Background: an optimization exercise with open tools, aiming at small area, a short achievable clock period and few clock cycles per item. Do not read the settings as production practice.
At most, simulation tests tie the RTL to the original design; equivalence was not proved.
Power figures rest on the tool's default switching activity, not on a simulated workload.

==> flow/design.v (excerpt) <==
module centered_moving_average_unit #(
  parameter int MAX_HALF_WIDTH = CMA_MAX_HALF_WIDTH,
  parameter int SAMPLE_BITS    = CMA_SAMPLE_BITS
) (
  input  logic               clk,
  input  logic               rst,
  input  logic               cfg_wr_en,
  input  logic [CFG_W-1:0]   cfg_wr_data,    
  input  logic               s_axis_tvalid,
  output logic               s_axis_tready,
  input  logic [TDATA_W-1:0] s_axis_tdata,   
  input  logic               s_axis_tlast,   
  output logic               m_axis_tvalid,
  input  logic               m_axis_tready,
  output logic [TDATA_W-1:0] m_axis_tdata,   
  output logic               m_axis_tlast,   
  output logic               m_axis_tuser    
);
For scale: roughly 6600 cells after synthesis, roughly 3300 flip-flops.
clock: 5.5 ns
lec_check: 0
abc_clock_period_in_ps: 2500
cap_margin: 20
core_margin: 2
core_utilization: 40
cts_buf_list: sky130_fd_sc_hd__clkbuf_4 sky130_fd_sc_hd__clkbuf_8
cts_cluster_diameter: 40
cts_cluster_size: 20
setup_slack_margin: 2.9
slew_margin: 20
tns_end_percent: 10
run.sh (not shown) runs the stock make flow with config.mk's settings and CLKGATE_MAP_FILE= SYNTH_SCRIPT=/design/flow/synth_recipe.tcl, a recipe that flattens the netlist after the stock synthesis.
The baseline completed without violations.
Testbench counts at the start, summed over its fixed seeds: cycles 15,462, items 13,361.
==> next run, changes <==
--- a/flow/config.mk
+++ b/flow/config.mk
@@ -10,6 +10,6 @@
 export CORE_MARGIN = 2
 export CORE_UTILIZATION = 40
-export CTS_BUF_LIST = sky130_fd_sc_hd__clkbuf_4 sky130_fd_sc_hd__clkbuf_8
-export CTS_CLUSTER_DIAMETER = 40
+export CTS_BUF_LIST = sky130_fd_sc_hd__clkbuf_8
+export CTS_CLUSTER_DIAMETER = 60
 export CTS_CLUSTER_SIZE = 20
 export SETUP_SLACK_MARGIN = 2.9
Effect: Cell area decreases by about 3.4%; setup slack gets worse by 0.0088 ns; die area does not change; synthesized area does not change; maximum frequency decreases by 0.32%.


Setup of old:
centered_moving_average_unit, a different RTL version from the one above (not shown whole).
Size: ~6600 cells after synthesis.
Settings: LEC_CHECK=0, ABC_CLOCK_PERIOD_IN_PS=2500, CAP_MARGIN=20, CORE_MARGIN=2, CORE_UTILIZATION=40, CTS_BUF_LIST=sky130_fd_sc_hd__clkbuf_4 sky130_fd_sc_hd__clkbuf_8, SETUP_SLACK_MARGIN=3.1, SLEW_MARGIN=20, TNS_END_PERCENT=30; clock period 5.5 ns.
The inputs of new differ from those of old as listed below.
- TNS_END_PERCENT changed from 30 to 100
- SETUP_SLACK_MARGIN changed from 3.1 to 2.9
Results
new vs. old: area overhead of the layout relative to synthesis decreased by 2.7 points relative to the old numbers; switching part of the total power decreased by 0.28 points relative to the old numbers; wire length decreased by about 2.8% relative to the old numbers. From old to new the numbers moved as follows: switching power went down by 0.65 mW; signal arrival time at the worst endpoint lost 0.02 ns; met3 track utilization from global routing roughly the same; combinational power share down 2.3 points. Looking only at number of buffers added for setup after CTS, and setting everything else aside, the lower value of new and old goes to new. The share of cells above drive strength 1 in new was lower than what old gave. Top layer reached by signal wires = met4: old; top layer reached by signal wires = met5: new. As of new, maximum ir drop on the vdd rail had fallen slightly compared to old.
Function was not checked in any run of this note: the RTL went through the layout flow alone.


wip/onyx:
RTL: one of the versions met above, not the one the previous note started from.
Size in the first run: ~6,600 cells after synthesis, roughly 3,300 flip-flops, about 110 I/O pins, roughly 0.12 sq mm of cells after synthesis.
clock: 5.5 ns
lec_check: 0
abc_clock_period_in_ps: 2500
cap_margin: 20
core_margin: 2
core_utilization: 40
cts_buf_list: sky130_fd_sc_hd__clkbuf_8
cts_cluster_diameter: 45
cts_cluster_size: 16
setup_slack_margin: 2.9
slew_margin: 20
tns_end_percent: 10
wip/onyx closes out successfully: all stages finished, all timing, DRC and antenna checks passed.
Testbench counts of wip/onyx, summed over its fixed seeds: cycles 15,462, items 13,361.
Here is what was changed in the inputs of wip/yarrow compared with wip/onyx.
Settings: a change of CTS_CLUSTER_DIAMETER from 45 to 60; a change of CTS_BUF_LIST from sky130_fd_sc_hd__clkbuf_8 to sky130_fd_sc_hd__clkbuf_8 sky130_fd_sc_hd__clkbuf_16; a change of CTS_CLUSTER_SIZE from 16 to 20; a change of CORE_UTILIZATION from 40 to 55.
==> summary.txt <==
- Any difference in area used by sequential logic in the layout between wip/yarrow and wip/onyx is small enough to ignore.
- Width of the chip: wip/yarrow vs wip/onyx down about 15%
- Of wip/yarrow and wip/onyx, the run reporting the higher clock-buffer cell count was wip/onyx.
- wip/onyx ended up with u_div.g_st[5].rq[5] as its termination of the worst setup path; wip/yarrow ended up with m_axis_tdata[27].
> inputs changed (wip/yarrow -> wip/juniper)
Settings: removing CTS_CLUSTER_DIAMETER (formerly 60); changing CTS_BUF_LIST from sky130_fd_sc_hd__clkbuf_8 sky130_fd_sc_hd__clkbuf_16 to sky130_fd_sc_hd__clkbuf_4 sky130_fd_sc_hd__clkbuf_8; changing SETUP_SLACK_MARGIN from 2.9 to 3.2; changing CORE_UTILIZATION from 55 to 40; removing CTS_CLUSTER_SIZE (formerly 20).
--- outcome ---
Cmp wip/juniper and wip/yarrow / smallest setup slack after layout / lower: wip/yarrow. Amount of wire on met2 after detailed routing (wip/juniper over wip/yarrow): increase, about 12%. Diff wip/yarrow -> wip/juniper: die area picked up an extra 0.085 sq mm, placer's final routability congestion estimate shows a reduction of about 1.4%, total area of sequential cells closely matched the old numbers. The lower setup slack after placement of wip/juniper and wip/yarrow is in wip/yarrow. Switching power share of the total: wip/juniper vs wip/yarrow up 0.16 points. wip/yarrow consumes less power than wip/juniper. Relative to wip/yarrow, part of the total power dissipated in combinational logic has increased by 0.7 points in wip/juniper. Delta(relative area of clock buffers and inverters in the final design, wip/juniper - wip/yarrow) > 0.
Inputs modified between wip/juniper and wip/amber:
Settings: CTS_CLUSTER_SIZE: unset -> 30; SETUP_SLACK_MARGIN: 3.2 -> 2.9; CTS_BUF_LIST: sky130_fd_sc_hd__clkbuf_4 sky130_fd_sc_hd__clkbuf_8 -> sky130_fd_sc_hd__clkbuf_8 sky130_fd_sc_hd__clkbuf_16; CTS_CLUSTER_DIAMETER: unset -> 60.
Findings:
wip/juniper → wip/amber: combinational power share went down; via total after detailed routing went down.
On post-layout worst setup margin, wip/juniper and wip/amber are neck and neck.
The placed instance count on wip/juniper is in line with that on wip/amber.
In wip/amber relative to wip/juniper, cell area had gone down by a few percent.
wip/amber and wip/juniper ended up with roughly the same minimum clock period after layout.
Re fraction of met3 tracks used by global routing: wip/amber is 1.2 points down on wip/juniper.
wip/amber against wip/juniper: clock network power consumption moved down; detailed-routing wirelength on met1 now smaller.

-- static timing again, ports no longer ideal --
No port has a modelled driver above. Below, the same layouts with a new extraction and two added sets of constraints.
Step 1, drivers: a clkbuf_16 drives clk and a buf_2 each remaining input, both assumed.
Step 2 moves the port delays by t, midway between the first and last clock arrival at a register: inputs arrive t later, outputs are due t later. That takes back most of the time a late clock gives input paths.
Slacks: ideal / step 1 / step 2; pairs: ideal / step 1.
run | t, ns | setup WS [ns] | worst setup path after step 2
the first run of note 1 | 1.068 | 2.781 / 2.728 / 2.038 | input to register
the second run of note 1 | 1.083 | 2.772 / 2.688 / 2.001 | input to register
old | 1.204 | 2.646 / 2.543 / 1.854 | input to register
new | 1.195 | 2.671 / 2.569 / 1.851 | input to register
wip/onyx | 1.042 | 2.820 / 2.742 / 2.014 | input to register
wip/yarrow | 0.943 | 2.676 / 2.587 / 1.872 | input to register
wip/juniper | 1.065 | 2.865 / 2.779 / 1.995 | input to register
wip/amber | 0.944 | 2.867 / 2.777 / 2.017 | input to register
After both steps every run listed still meets setup and hold. The setup slack of wip/juniper, which loses most, moves by -0.086 ns with the drivers and by -0.870 ns with both steps.
